What follows belongs to an exercise in optimizing a design on an open flow for small area; a production flow would make more cautious choices. At most, simulation tests tie the RTL to the original design; equivalence was not proved. Power is estimated from default activity; no workload was simulated.

==> quartz <==
## sprite_compositor
module sprite_compositor
#(
   parameter int          NUM_SPR = 8,
   parameter int          XW      = 10,
   parameter int          YW      = 9,
   parameter int          AW      = 14,
   parameter logic [11:0] KEY     = sprite_pkg::KEY_DEFAULT
) (
   input  logic                     clk,
   input  logic                     rst,
   input  logic                     frame_start,
   input  logic                     pix_req,
   input  logic [XW-1:0]            col_in,
   input  logic [YW-1:0]            row_in,
   input  logic [NUM_SPR-1:0]       spr_en,
   input  logic [NUM_SPR*XW-1:0]    spr_x,
   input  logic [NUM_SPR*YW-1:0]    spr_y,
   input  logic [NUM_SPR*XW-1:0]    spr_w,
   input  logic [NUM_SPR*YW-1:0]    spr_h,
   output logic [NUM_SPR*AW-1:0]    spr_addr,
   input  logic [NUM_SPR*12-1:0]    spr_data,
   input  logic [11:0]              bg_data,
   input  logic                     ovl_en,
   input  logic [11:0]              ovl_data,
   output logic [11:0]              pix_out,
   output logic                     pix_valid,
   output logic [$clog2(NUM_SPR):0] top_id,
   output logic [NUM_SPR-1:0]       coll_flags
);
   localparam int IDW = $clog2(NUM_SPR) + 1;
   logic [NUM_SPR-1:0] hit1;
   logic [NUM_SPR-1:0] hit2;
   logic [NUM_SPR-1:0] opaque;
   logic [NUM_SPR-1:0] higher;
   logic [NUM_SPR-1:0] sel;
  ...
export LEC_CHECK = 0
export ABC_AREA = 1
export CAP_MARGIN = 20
export CORE_MARGIN = 2
export CORE_UTILIZATION = 40
export GPL_TIMING_DRIVEN = 0
export SETUP_SLACK_MARGIN = 0.1
export SLEW_MARGIN = 20
create_clock -name core_clock -period 7.5 [get_ports {clk}]
standard.sh (not shown) runs the stock make flow with config.mk's settings and CLKGATE_MAP_FILE= SYNTH_SCRIPT=/design/flow/synth_recipe.tcl, a recipe that flattens the netlist after the stock synthesis.
==> flow/flow/run.sh <==
#!/bin/bash
# Own layout flow: the standard flow (standard.sh) with these changes.
#  - Synthesis reads a copy of the design in which the RTL's full and half
#    adder and gate modules (sprite_fa, sprite_ha, sprite_a222oi, sprite_a22oi,
#    sprite_maj3) are the library cells of the same function,
#    and the flow's own full-adder extraction is off (ADDER_MAP_FILE empty),
#    so the adder tree is built as the RTL lays it out. Everything else,
#    registers included, is the standard synthesis.
#  - Every port still gets a buffer, but a plain buf_1 instead of the delay
#    buffer that buffer_ports picks by default.
#  - Clock tree synthesis clusters up to 25 sinks within 100 um under each
#    clkbuf_16 and inserts no dummy loads.
# Each step's full output goes to a log file in the work folder.
set -euo pipefail
WORK=$(pwd)
python3 flow/mapcells.py design.v "$WORK/design_cells.v" > mapcells.log 2>&1
COMMON=("VERILOG_FILES=$WORK/design_cells.v" "ADDER_MAP_FILE=")
bash standard.sh "${COMMON[@]}" synth > synth.log 2>&1
CTS="-sink_clustering_enable -repair_clock_nets -dont_use_dummy_load -buf_list sky130_fd_sc_hd__clkbuf_16 -sink_clustering_size 25 -sink_clustering_max_diameter 100"
bash standard.sh "${COMMON[@]}" "BUFFER_PORTS_ARGS=-buffer_cell sky130_fd_sc_hd__buf_1" "CTS_ARGS=$CTS" finish > layout.log 2>&1
==> flow/flow/mapcells.py <==
# Writes a copy of the design in which the RTL's adder and gate modules
# (sprite_fa, sprite_ha, sprite_a222oi, sprite_a22oi, sprite_maj3) are the
# library cells of the same function.
import re, sys
src = open(sys.argv[1]).read()
fa = """module sprite_fa (a, b, ci, s, co);
   input a, b, ci;
   output s, co;
   sky130_fd_sc_hd__fa_1 u_cell (.A(a), .B(b), .CIN(ci), .SUM(s), .COUT(co));
endmodule
"""
ha = """module sprite_ha (a, b, s, co);
   input a, b;
   output s, co;
   sky130_fd_sc_hd__ha_1 u_cell (.A(a), .B(b), .SUM(s), .COUT(co));
endmodule
"""
aoi = {'sprite_a222oi': ('a222oi_1', ['a1','a2','b1','b2','c1','c2'], ['A1','A2','B1','B2','C1','C2']),
       'sprite_a22oi': ('a22oi_1', ['a1','a2','b1','b2'], ['A1','A2','B1','B2']),
       'sprite_maj3': ('maj3_1', ['a','b','c'], ['A','B','C'])}
for mod, (cell, pins, cpins) in aoi.items():
    o = 'x' if cell.startswith('maj') else 'y'
    body = f"module {mod} ({', '.join(pins)}, {o});\n   input {', '.join(pins)};\n   output {o};\n   sky130_fd_sc_hd__{cell} u_cell (" + ', '.join(f'.{c}({p})' for c, p in zip(cpins, pins)) + f", .{'X' if cell.startswith('maj') else 'Y'}({'x' if cell.startswith('maj') else 'y'}));\nendmodule\n"
    src = re.sub(r'\bmodule\s+' + mod + r'\b.*?\bendmodule\b', body, src, flags=re.S)
n1 = len(re.findall(r'\bmodule\s+sprite_fa\b', src)); n2 = len(re.findall(r'\bmodule\s+sprite_ha\b', src))
src = re.sub(r'\bmodule\s+sprite_fa\b.*?\bendmodule\b', fa, src, flags=re.S)
src = re.sub(r'\bmodule\s+sprite_ha\b.*?\bendmodule\b', ha, src, flags=re.S)
sys.stderr.write(f"replaced {n1} fa, {n2} ha modules\n")
open(sys.argv[2], 'w').write(src)
==> sierra (differences from quartz) <==
--- a/flow/design.v
+++ b/flow/design.v
@@ -43,13 +43,15 @@
    logic [YW-1:0] y_reg;
    logic [YW-1:0] h_reg;
    logic          hit_next;
    logic [9:0] ndx;
    logic [10:0] ndx_c;
+   logic ndx_la;
    logic ndx_co;
    logic [8:0] ndy;
    logic [9:0] ndy_c;
+   logic ndy_la;
    logic ndy_co;
    logic [10:0] dx_lt_b;
    logic dx_lt;
    logic [9:0] dy_lt_b;
    logic dy_lt;
@@ -235,27 +237,29 @@
          w_reg <= w;
          h_reg <= h;
       end
    end
    assign ndx_c[0] = 1'b0;
+   assign ndx_la = ((x_reg[0] & ~col[0]) & (x_reg[1] | ~col[1]) & (x_reg[2] | ~col[2]) & (x_reg[3] | ~col[3])) | ((x_reg[1] & ~col[1]) & (x_reg[2] | ~col[2]) & (x_reg[3] | ~col[3])) | ((x_reg[2] & ~col[2]) & (x_reg[3] | ~col[3])) | ((x_reg[3] & ~col[3]));
    sprite_ha u_ha1 (.a(x_reg[0]), .b(~col[0]), .s(ndx[0]), .co(ndx_c[1]));
    sprite_fa u_fa2 (.a(x_reg[1]), .b(~col[1]), .ci(ndx_c[1]), .s(ndx[1]), .co(ndx_c[2]));
    sprite_fa u_fa3 (.a(x_reg[2]), .b(~col[2]), .ci(ndx_c[2]), .s(ndx[2]), .co(ndx_c[3]));
    sprite_fa u_fa4 (.a(x_reg[3]), .b(~col[3]), .ci(ndx_c[3]), .s(ndx[3]), .co(ndx_c[4]));
-   sprite_fa u_fa5 (.a(x_reg[4]), .b(~col[4]), .ci(ndx_c[4]), .s(ndx[4]), .co(ndx_c[5]));
+   sprite_fa u_fa5 (.a(x_reg[4]), .b(~col[4]), .ci(ndx_la), .s(ndx[4]), .co(ndx_c[5]));
    sprite_fa u_fa6 (.a(x_reg[5]), .b(~col[5]), .ci(ndx_c[5]), .s(ndx[5]), .co(ndx_c[6]));
    sprite_fa u_fa7 (.a(x_reg[6]), .b(~col[6]), .ci(ndx_c[6]), .s(ndx[6]), .co(ndx_c[7]));
    sprite_fa u_fa8 (.a(x_reg[7]), .b(~col[7]), .ci(ndx_c[7]), .s(ndx[7]), .co(ndx_c[8]));
    sprite_fa u_fa9 (.a(x_reg[8]), .b(~col[8]), .ci(ndx_c[8]), .s(ndx[8]), .co(ndx_c[9]));
    sprite_fa u_fa10 (.a(x_reg[9]), .b(~col[9]), .ci(ndx_c[9]), .s(ndx[9]), .co(ndx_c[10]));
    assign ndx_co = ndx_c[10];
    assign ndy_c[0] = 1'b0;
+   assign ndy_la = ((y_reg[0] & ~row[0]) & (y_reg[1] | ~row[1]) & (y_reg[2] | ~row[2]) & (y_reg[3] | ~row[3])) | ((y_reg[1] & ~row[1]) & (y_reg[2] | ~row[2]) & (y_reg[3] | ~row[3])) | ((y_reg[2] & ~row[2]) & (y_reg[3] | ~row[3])) | ((y_reg[3] & ~row[3]));
    sprite_ha u_ha11 (.a(y_reg[0]), .b(~row[0]), .s(ndy[0]), .co(ndy_c[1]));
    sprite_fa u_fa12 (.a(y_reg[1]), .b(~row[1]), .ci(ndy_c[1]), .s(ndy[1]), .co(ndy_c[2]));
    sprite_fa u_fa13 (.a(y_reg[2]), .b(~row[2]), .ci(ndy_c[2]), .s(ndy[2]), .co(ndy_c[3]));
    sprite_fa u_fa14 (.a(y_reg[3]), .b(~row[3]), .ci(ndy_c[3]), .s(ndy[3]), .co(ndy_c[4]));
-   sprite_fa u_fa15 (.a(y_reg[4]), .b(~row[4]), .ci(ndy_c[4]), .s(ndy[4]), .co(ndy_c[5]));
+   sprite_fa u_fa15 (.a(y_reg[4]), .b(~row[4]), .ci(ndy_la), .s(ndy[4]), .co(ndy_c[5]));
    sprite_fa u_fa16 (.a(y_reg[5]), .b(~row[5]), .ci(ndy_c[5]), .s(ndy[5]), .co(ndy_c[6]));
    sprite_fa u_fa17 (.a(y_reg[6]), .b(~row[6]), .ci(ndy_c[6]), .s(ndy[6]), .co(ndy_c[7]));
    sprite_fa u_fa18 (.a(y_reg[7]), .b(~row[7]), .ci(ndy_c[7]), .s(ndy[7]), .co(ndy_c[8]));
    sprite_fa u_fa19 (.a(y_reg[8]), .b(~row[8]), .ci(ndy_c[8]), .s(ndy[8]), .co(ndy_c[9]));
    assign ndy_co = ndy_c[9];
@@ -363,62 +367,62 @@
    sprite_fa u_fa84 (.a(pp1_2), .b(s5), .ci(s4), .s(s7), .co(s8));
    assign lin[2] = s7;   
    sprite_fa u_fa85 (.a(pp0_3), .b(ndx[3]), .ci(s6), .s(s9), .co(s10));
    sprite_fa u_fa86 (.a(pp1_3), .b(s8), .ci(s9), .s(s11), .co(s12));
    assign lin[3] = s11;   
-   assign s13 = ~(pp0_4 ^ ndx[4]);
-   assign s14 = pp0_4 | ndx[4];
-   sprite_fa u_fa87 (.a(s10), .b(pp1_4), .ci(pp2_4), .s(s15), .co(s16));
-   sprite_fa u_fa88 (.a(s13), .b(s12), .ci(s15), .s(s17), .co(s18));
+   assign s13 = ~(ndx[4] ^ pp0_4);
+   assign s14 = ndx[4] | pp0_4;
+   sprite_fa u_fa87 (.a(pp2_4), .b(s13), .ci(s10), .s(s15), .co(s16));
+   sprite_fa u_fa88 (.a(pp1_4), .b(s15), .ci(s12), .s(s17), .co(s18));
    assign lin[4] = s17;   
-   sprite_fa u_fa89 (.a(pp0_5), .b(pp1_5), .ci(s14), .s(s19), .co(s20));
-   sprite_fa u_fa90 (.a(ndx[5]), .b(s16), .ci(s19), .s(s21), .co(s22));
-   sprite_fa u_fa91 (.a(pp2_5), .b(s18), .ci(s21), .s(s23), .co(s24));
+   sprite_fa u_fa89 (.a(pp0_5), .b(ndx[5]), .ci(s14), .s(s19), .co(s20));
+   sprite_fa u_fa90 (.a(pp1_5), .b(pp2_5), .ci(s19), .s(s21), .co(s22));
+   sprite_fa u_fa91 (.a(s16), .b(s21), .ci(s18), .s(s23), .co(s24));
    assign lin[5] = s23;   
-   assign s25 = ~(pp0_6 ^ pp1_6);
-   assign s26 = pp0_6 | pp1_6;
-   sprite_fa u_fa92 (.a(s25), .b(s20), .ci(ndx[6]), .s(s27), .co(s28));
-   sprite_fa u_fa93 (.a(pp2_6), .b(pp3_6), .ci(s22), .s(s29), .co(s30));
-   sprite_fa u_fa94 (.a(s27), .b(s24), .ci(s29), .s(s31), .co(s32));
+   assign s25 = ~(pp0_6 ^ ndx[6]);
+   assign s26 = pp0_6 | ndx[6];
+   sprite_fa u_fa92 (.a(s20), .b(pp1_6), .ci(pp2_6), .s(s27), .co(s28));
+   sprite_fa u_fa93 (.a(pp3_6), .b(s25), .ci(s22), .s(s29), .co(s30));
+   sprite_fa u_fa94 (.a(s27), .b(s29), .ci(s24), .s(s31), .co(s32));
    assign lin[6] = s31;   
-   sprite_fa u_fa95 (.a(pp0_7), .b(pp1_7), .ci(s26), .s(s33), .co(s34));
-   sprite_fa u_fa96 (.a(pp2_7), .b(s33), .ci(ndx[7]), .s(s35), .co(s36));
-   sprite_fa u_fa97 (.a(s28), .b(s30), .ci(s35), .s(s37), .co(s38));
-   sprite_fa u_fa98 (.a(pp3_7), .b(s32), .ci(s37), .s(s39), .co(s40));
+   sprite_fa u_fa95 (.a(pp0_7), .b(pp1_7), .ci(pp2_7), .s(s33), .co(s34));
+   sprite_fa u_fa96 (.a(s26), .b(ndx[7]), .ci(s28), .s(s35), .co(s36));
+   sprite_fa u_fa97 (.a(s33), .b(pp3_7), .ci(s30), .s(s37), .co(s38));
+   sprite_fa u_fa98 (.a(s35), .b(s37), .ci(s32), .s(s39), .co(s40));
    assign lin[7] = s39;   
    assign s41 = ~(pp0_8 ^ pp1_8);
    assign s42 = pp0_8 | pp1_8;
-   sprite_fa u_fa99 (.a(s41), .b(s34), .ci(pp2_8), .s(s43), .co(s44));
-   sprite_fa u_fa100 (.a(s43), .b(ndx[8]), .ci(s36), .s(s45), .co(s46));
-   sprite_fa u_fa101 (.a(pp3_8), .b(pp4_8), .ci(s38), .s(s47), .co(s48));
+   sprite_fa u_fa99 (.a(pp2_8), .b(s41), .ci(s34), .s(s43), .co(s44));
+   sprite_fa u_fa100 (.a(ndx[8]), .b(pp3_8), .ci(s36), .s(s45), .co(s46));
+   sprite_fa u_fa101 (.a(pp4_8), .b(s43), .ci(s38), .s(s47), .co(s48));
    sprite_fa u_fa102 (.a(s45), .b(s47), .ci(s40), .s(s49), .co(s50));
    assign lin[8] = s49;   
-   sprite_fa u_fa103 (.a(pp0_9), .b(pp1_9), .ci(s42), .s(s51), .co(s52));
-   sprite_fa u_fa104 (.a(pp2_9), .b(s51), .ci(s44), .s(s53), .co(s54));
-   sprite_fa u_fa105 (.a(pp3_9), .b(s53), .ci(pp4_9), .s(s55), .co(s56));
-   sprite_fa u_fa106 (.a(ndx[9]), .b(s46), .ci(s55), .s(s57), .co(s58));
+   sprite_fa u_fa103 (.a(pp0_9), .b(pp1_9), .ci(pp2_9), .s(s51), .co(s52));
+   sprite_fa u_fa104 (.a(s42), .b(s51), .ci(pp3_9), .s(s53), .co(s54));
+   sprite_fa u_fa105 (.a(s44), .b(pp4_9), .ci(ndx[9]), .s(s55), .co(s56));
+   sprite_fa u_fa106 (.a(s46), .b(s53), .ci(s55), .s(s57), .co(s58));
    sprite_fa u_fa107 (.a(s48), .b(s57), .ci(s50), .s(s59), .co(s60));
    assign lin[9] = s59;   
    assign s61 = ~(pp0_10 ^ pp1_10);
    assign s62 = pp0_10 | pp1_10;
-   sprite_fa u_fa108 (.a(s61), .b(s52), .ci(pp2_10), .s(s63), .co(s64));
-   sprite_fa u_fa109 (.a(s63), .b(pp3_10), .ci(s54), .s(s65), .co(s66));
-   sprite_fa u_fa110 (.a(pp4_10), .b(s56), .ci(s65), .s(s67), .co(s68));
+   sprite_fa u_fa108 (.a(pp2_10), .b(s61), .ci(s52), .s(s63), .co(s64));
+   sprite_fa u_fa109 (.a(pp3_10), .b(pp4_10), .ci(s63), .s(s65), .co(s66));
+   sprite_fa u_fa110 (.a(s54), .b(s56), .ci(s65), .s(s67), .co(s68));
    sprite_ha u_ha111 (.a(s58), .b(s67), .s(s69), .co(s70));
    assign s71 = ~(pp0_11 ^ pp1_11);
    assign s72 = pp0_11 | pp1_11;
-   sprite_fa u_fa112 (.a(s62), .b(s71), .ci(pp2_11), .s(s73), .co(s74));
-   sprite_fa u_fa113 (.a(s64), .b(s73), .ci(pp3_11), .s(s75), .co(s76));
+   sprite_fa u_fa112 (.a(pp2_11), .b(s62), .ci(s71), .s(s73), .co(s74));
+   sprite_fa u_fa113 (.a(pp3_11), .b(s64), .ci(s73), .s(s75), .co(s76));
    sprite_fa u_fa114 (.a(pp4_11), .b(s66), .ci(s75), .s(s77), .co(s78));
    sprite_ha u_ha115 (.a(s68), .b(s77), .s(s79), .co(s80));
-   sprite_fa u_fa116 (.a(pp1_12), .b(s72), .ci(pp2_12), .s(s81), .co(s82));
+   sprite_fa u_fa116 (.a(pp1_12), .b(pp2_12), .ci(s72), .s(s81), .co(s82));
    sprite_fa u_fa117 (.a(s74), .b(s81), .ci(pp3_12), .s(s83), .co(s84));
    sprite_fa u_fa118 (.a(pp4_12), .b(s76), .ci(s83), .s(s85), .co(s86));
    sprite_ha u_ha119 (.a(s78), .b(s85), .s(s87), .co(s88));
    assign s89 = pp1_13 ^ pp2_13;
    assign s90 = s89 ^ s82;
-   assign s91 = s90 ^ pp3_13;
+   assign s91 = pp3_13 ^ s90;
    assign s92 = pp4_13 ^ s91;
    assign s93 = s84 ^ s92;
    assign s94 = s93 ^ s86;
    assign fin_p[0] = s69 ^ s60;
    assign fin_g[0] = s69 & s60;
--- a/flow/flow/mapcells.py
+++ b/flow/flow/mapcells.py
@@ -1,7 +1,7 @@
 # Writes a copy of the design in which the RTL's adder and gate modules
-# (sprite_fa, sprite_ha, sprite_a222oi, sprite_a22oi, sprite_maj3) are the
+# (sprite_fa, sprite_ha and the sprite_<gate> modules listed below) are the
 # library cells of the same function.
 import re, sys
 src = open(sys.argv[1]).read()
 fa = """module sprite_fa (a, b, ci, s, co);
    input a, b, ci;
@@ -15,11 +15,14 @@
    sky130_fd_sc_hd__ha_1 u_cell (.A(a), .B(b), .SUM(s), .COUT(co));
 endmodule
 """
 aoi = {'sprite_a222oi': ('a222oi_1', ['a1','a2','b1','b2','c1','c2'], ['A1','A2','B1','B2','C1','C2']),
        'sprite_a22oi': ('a22oi_1', ['a1','a2','b1','b2'], ['A1','A2','B1','B2']),
-       'sprite_maj3': ('maj3_1', ['a','b','c'], ['A','B','C'])}
+       'sprite_maj3': ('maj3_1', ['a','b','c'], ['A','B','C']),
+       'sprite_nor4': ('nor4_1', ['a','b','c','d'], ['A','B','C','D']),
+       'sprite_nand3': ('nand3_1', ['a','b','c'], ['A','B','C']),
+       'sprite_nand4bb': ('nand4bb_1', ['a_n','b_n','c','d'], ['A_N','B_N','C','D'])}
 for mod, (cell, pins, cpins) in aoi.items():
     o = 'x' if cell.startswith('maj') else 'y'
     body = f"module {mod} ({', '.join(pins)}, {o});\n   input {', '.join(pins)};\n   output {o};\n   sky130_fd_sc_hd__{cell} u_cell (" + ', '.join(f'.{c}({p})' for c, p in zip(cpins, pins)) + f", .{'X' if cell.startswith('maj') else 'Y'}({'x' if cell.startswith('maj') else 'y'}));\nendmodule\n"
     src = re.sub(r'\bmodule\s+' + mod + r'\b.*?\bendmodule\b', body, src, flags=re.S)
 n1 = len(re.findall(r'\bmodule\s+sprite_fa\b', src)); n2 = len(re.findall(r'\bmodule\s+sprite_ha\b', src))
- CORE_UTILIZATION: 40 -> 50
- SETUP_SLACK_MARGIN: 0.1 -> not set
==> xenon (differences from quartz) <==
--- a/flow/design.v
+++ b/flow/design.v
@@ -208,21 +208,27 @@
    logic s90;
    logic s91;
    logic s92;
    logic s93;
    logic s94;
-   logic [3:0] fin_p;
-   logic [3:0] fin_g;
-   logic [3:0] fin;
+   logic [5:0] fin_p;
+   logic [5:0] fin_g;
+   logic [5:0] fin;
    logic pg95;
    logic pp96;
    logic pg97;
    logic pp98;
    logic pg99;
    logic pp100;
    logic pg101;
    logic pp102;
+   logic pg103;
+   logic pp104;
+   logic pg105;
+   logic pp106;
+   logic pg107;
+   logic pp108;
    logic fin_co;
    always_ff @(posedge clk) begin
       if (rst)
          en_reg <= 1'b0;
       else if (frame_start)
@@ -388,18 +394,16 @@
    assign s41 = ~(pp0_8 ^ pp1_8);
    assign s42 = pp0_8 | pp1_8;
    sprite_fa u_fa99 (.a(s41), .b(s34), .ci(pp2_8), .s(s43), .co(s44));
    sprite_fa u_fa100 (.a(s43), .b(ndx[8]), .ci(s36), .s(s45), .co(s46));
    sprite_fa u_fa101 (.a(pp3_8), .b(pp4_8), .ci(s38), .s(s47), .co(s48));
-   sprite_fa u_fa102 (.a(s45), .b(s47), .ci(s40), .s(s49), .co(s50));
-   assign lin[8] = s49;   
+   sprite_ha u_ha102 (.a(s45), .b(s47), .s(s49), .co(s50));
    sprite_fa u_fa103 (.a(pp0_9), .b(pp1_9), .ci(s42), .s(s51), .co(s52));
    sprite_fa u_fa104 (.a(pp2_9), .b(s51), .ci(s44), .s(s53), .co(s54));
    sprite_fa u_fa105 (.a(pp3_9), .b(s53), .ci(pp4_9), .s(s55), .co(s56));
    sprite_fa u_fa106 (.a(ndx[9]), .b(s46), .ci(s55), .s(s57), .co(s58));
-   sprite_fa u_fa107 (.a(s48), .b(s57), .ci(s50), .s(s59), .co(s60));
-   assign lin[9] = s59;   
+   sprite_ha u_ha107 (.a(s48), .b(s50), .s(s59), .co(s60));
    assign s61 = ~(pp0_10 ^ pp1_10);
    assign s62 = pp0_10 | pp1_10;
    sprite_fa u_fa108 (.a(s61), .b(s52), .ci(pp2_10), .s(s63), .co(s64));
    sprite_fa u_fa109 (.a(s63), .b(pp3_10), .ci(s54), .s(s65), .co(s66));
    sprite_fa u_fa110 (.a(pp4_10), .b(s56), .ci(s65), .s(s67), .co(s68));
@@ -418,35 +422,49 @@
    assign s90 = s89 ^ s82;
    assign s91 = s90 ^ pp3_13;
    assign s92 = pp4_13 ^ s91;
    assign s93 = s84 ^ s92;
    assign s94 = s93 ^ s86;
-   assign fin_p[0] = s69 ^ s60;
-   assign fin_g[0] = s69 & s60;
-   assign fin_p[1] = s70 ^ s79;
-   assign fin_g[1] = s70 & s79;
-   assign fin_p[2] = s80 ^ s87;
-   assign fin_g[2] = s80 & s87;
-   assign fin_p[3] = s94 ^ s88;
-   assign fin_g[3] = s94 & s88;
+   assign fin_p[0] = s40 ^ s49;
+   assign fin_g[0] = s40 & s49;
+   assign fin_p[1] = s57 ^ s59;
+   assign fin_g[1] = s57 & s59;
+   assign fin_p[2] = s60 ^ s69;
+   assign fin_g[2] = s60 & s69;
+   assign fin_p[3] = s70 ^ s79;
+   assign fin_g[3] = s70 & s79;
+   assign fin_p[4] = s80 ^ s87;
+   assign fin_g[4] = s80 & s87;
+   assign fin_p[5] = s94 ^ s88;
+   assign fin_g[5] = s94 & s88;
    assign pg95 = fin_g[1] | (fin_p[1] & fin_g[0]);
    assign pp96 = fin_p[1] & fin_p[0];
    assign pg97 = fin_g[3] | (fin_p[3] & fin_g[2]);
    assign pp98 = fin_p[3] & fin_p[2];
-   assign pg99 = fin_g[2] | (fin_p[2] & pg95);
-   assign pp100 = fin_p[2] & pp96;
-   assign pg101 = pg97 | (pp98 & pg95);
-   assign pp102 = pp98 & pp96;
+   assign pg99 = fin_g[5] | (fin_p[5] & fin_g[4]);
+   assign pp100 = fin_p[5] & fin_p[4];
+   assign pg101 = fin_g[2] | (fin_p[2] & pg95);
+   assign pp102 = fin_p[2] & pp96;
+   assign pg103 = pg97 | (pp98 & pg95);
+   assign pp104 = pp98 & pp96;
+   assign pg105 = fin_g[4] | (fin_p[4] & pg103);
+   assign pp106 = fin_p[4] & pp104;
+   assign pg107 = pg99 | (pp100 & pg103);
+   assign pp108 = pp100 & pp104;
    assign fin[0] = fin_p[0] ^ 1'b0;
    assign fin[1] = fin_p[1] ^ fin_g[0];
    assign fin[2] = fin_p[2] ^ pg95;
-   assign fin[3] = fin_p[3] ^ pg99;
-   assign fin_co = pg101;
-   assign lin[10] = fin[0];
-   assign lin[11] = fin[1];
-   assign lin[12] = fin[2];
-   assign lin[13] = ~fin[3];
+   assign fin[3] = fin_p[3] ^ pg101;
+   assign fin[4] = fin_p[4] ^ pg103;
+   assign fin[5] = fin_p[5] ^ pg105;
+   assign fin_co = pg107;
+   assign lin[8] = fin[0];
+   assign lin[9] = fin[1];
+   assign lin[10] = fin[2];
+   assign lin[11] = fin[3];
+   assign lin[12] = fin[4];
+   assign lin[13] = ~fin[5];
    assign hit_next = pix_req && en_reg && !ndx_co && !ndy_co && dx_lt && dy_lt;
    always_ff @(posedge clk) begin
       if (rst) begin
          addr <= '0;
          hit  <= 1'b0;
--- a/flow/flow/run.sh
+++ b/flow/flow/run.sh
@@ -6,15 +6,17 @@
 #    and the flow's own full-adder extraction is off (ADDER_MAP_FILE empty),
 #    so the adder tree is built as the RTL lays it out. Everything else,
 #    registers included, is the standard synthesis.
 #  - Every port still gets a buffer, but a plain buf_1 instead of the delay
 #    buffer that buffer_ports picks by default.
+#  - After global routing, non-critical gates are downsized again
+#    (RECOVER_POWER), which the standard flow leaves off.
 #  - Clock tree synthesis clusters up to 25 sinks within 100 um under each
 #    clkbuf_16 and inserts no dummy loads.
 # Each step's full output goes to a log file in the work folder.
 set -euo pipefail
 WORK=$(pwd)
 python3 flow/mapcells.py design.v "$WORK/design_cells.v" > mapcells.log 2>&1
 COMMON=("VERILOG_FILES=$WORK/design_cells.v" "ADDER_MAP_FILE=")
 bash standard.sh "${COMMON[@]}" synth > synth.log 2>&1
 CTS="-sink_clustering_enable -repair_clock_nets -dont_use_dummy_load -buf_list sky130_fd_sc_hd__clkbuf_16 -sink_clustering_size 25 -sink_clustering_max_diameter 100"
-bash standard.sh "${COMMON[@]}" "BUFFER_PORTS_ARGS=-buffer_cell sky130_fd_sc_hd__buf_1" "CTS_ARGS=$CTS" finish > layout.log 2>&1
+bash standard.sh "${COMMON[@]}" "BUFFER_PORTS_ARGS=-buffer_cell sky130_fd_sc_hd__buf_1" "CTS_ARGS=$CTS" RECOVER_POWER=100 finish > layout.log 2>&1
--- a/flow/flow/mapcells.py
+++ b/flow/flow/mapcells.py
@@ -1,7 +1,7 @@
 # Writes a copy of the design in which the RTL's adder and gate modules
-# (sprite_fa, sprite_ha, sprite_a222oi, sprite_a22oi, sprite_maj3) are the
+# (sprite_fa, sprite_ha and the sprite_<gate> modules listed below) are the
 # library cells of the same function.
 import re, sys
 src = open(sys.argv[1]).read()
 fa = """module sprite_fa (a, b, ci, s, co);
    input a, b, ci;
@@ -15,11 +15,14 @@
    sky130_fd_sc_hd__ha_1 u_cell (.A(a), .B(b), .SUM(s), .COUT(co));
 endmodule
 """
 aoi = {'sprite_a222oi': ('a222oi_1', ['a1','a2','b1','b2','c1','c2'], ['A1','A2','B1','B2','C1','C2']),
        'sprite_a22oi': ('a22oi_1', ['a1','a2','b1','b2'], ['A1','A2','B1','B2']),
-       'sprite_maj3': ('maj3_1', ['a','b','c'], ['A','B','C'])}
+       'sprite_maj3': ('maj3_1', ['a','b','c'], ['A','B','C']),
+       'sprite_nor4': ('nor4_1', ['a','b','c','d'], ['A','B','C','D']),
+       'sprite_nand3': ('nand3_1', ['a','b','c'], ['A','B','C']),
+       'sprite_nand4bb': ('nand4bb_1', ['a_n','b_n','c','d'], ['A_N','B_N','C','D'])}
 for mod, (cell, pins, cpins) in aoi.items():
     o = 'x' if cell.startswith('maj') else 'y'
     body = f"module {mod} ({', '.join(pins)}, {o});\n   input {', '.join(pins)};\n   output {o};\n   sky130_fd_sc_hd__{cell} u_cell (" + ', '.join(f'.{c}({p})' for c, p in zip(cpins, pins)) + f", .{'X' if cell.startswith('maj') else 'Y'}({'x' if cell.startswith('maj') else 'y'}));\nendmodule\n"
     src = re.sub(r'\bmodule\s+' + mod + r'\b.*?\bendmodule\b', body, src, flags=re.S)
 n1 = len(re.findall(r'\bmodule\s+sprite_fa\b', src)); n2 = len(re.findall(r'\bmodule\s+sprite_ha\b', src))
- CORE_UTILIZATION: 40 -> 50
- SETUP_SLACK_MARGIN: 0.1 -> 0.05
==> notes.md <==
item	sierra	quartz	xenon
Number of tapcells	864	1,060	864
CP Buf/Inv Count	3	5	3
Via count of the first global-routing pass	26,700	24,900	25,800
Data arrival time of the worst path	7.85 ns	7.77 ns	7.83 ns
Distinct cell type count after synthesis	41	36	43
Leakage power	14.0 nW	13.9 nW	13.8 nW
Met1 Track Usage GR	43.3%	33.2%	39.3%
Nets	4,396	4,319	4,352
Weighted congestion reported at the end of routability-driven placement	0.999	0.928	1.05
Number of antenna repair diodes	6	13	17
Total Routed Length	116,000 um	110,000 um	109,000 um
Fraction of area in clock buffers and inverters	1.82%	1.98%	1.63%
Fraction of layout instances using a drive strength above 1	10.6%	17.5%	14.6%
Power Clock	1.51 mW	1.60 mW	1.42 mW
Max-slew violation total from the final report	0	0	167
Status	timing/DRC/antenna clean	timing/DRC/antenna clean	failed layout checks
Layout check failures	-	-	max-capacitance violations, max-slew violations
Worst rel slew slack	28.2%	28.6%	-28.8%
Adder and majority cell fraction of the synthesized area	35.1%	35.3%	34.5%
Core utilization of the finished layout	58.7%	48.6%	58.7%
P&R area growth vs syn	16.3%	20.1%	16.6%
Full die area	0.0683 mm2	0.0837 mm2	0.0680 mm2
Routed length on met3	11,200 um	11,900 um	10,100 um
Startpoint of the most critical setup path	g_chan[7].u_hit.w_reg[0]	row_in[0]	row_in[0]
Multi-input combinational area share	52.2%	51.3%	52.8%
Top cell type's share of synthesized area	28.5%	29.0%	27.7%
Beginning of the worst register-to-register path	g_chan[7].u_hit.w_reg[0]	g_chan[4].u_hit.w_reg[0]	g_chan[6].u_hit.w_reg[0]
The RTL of quartz and sierra was laid out without a check of its function.

==> separate check: timing with driven ports <==
How much do the figures lean on ideal ports? The routed layouts below were timed once more, with nothing changed but the port constraints. Step 1 assumes that a clkbuf_16 drives the clock port and a buf_2 every other input. Step 2 adds t to the input delays and takes it off the output delays; t is the mean of the earliest and latest rising clock arrival at the registers after step 1. Input paths then give back, and output paths get back, about the clock's delay inside the block. Slacks: no drivers / after step 1 / after step 2; pairs: no drivers / after step 1.
run	t (ns)	setup WS [ns]	worst register clock-pin slew, ns
quartz	0.678	0.215 / 0.242 / -0.436	0.11 / 0.11
sierra	0.669	0.127 / 0.127 / -0.433	0.10 / 0.10
xenon	0.653	0.183 / 0.223 / -0.431	0.10 / 0.10
The setup slack of quartz, which loses most, moves by +0.027 ns with the drivers and by -0.651 ns with both steps.
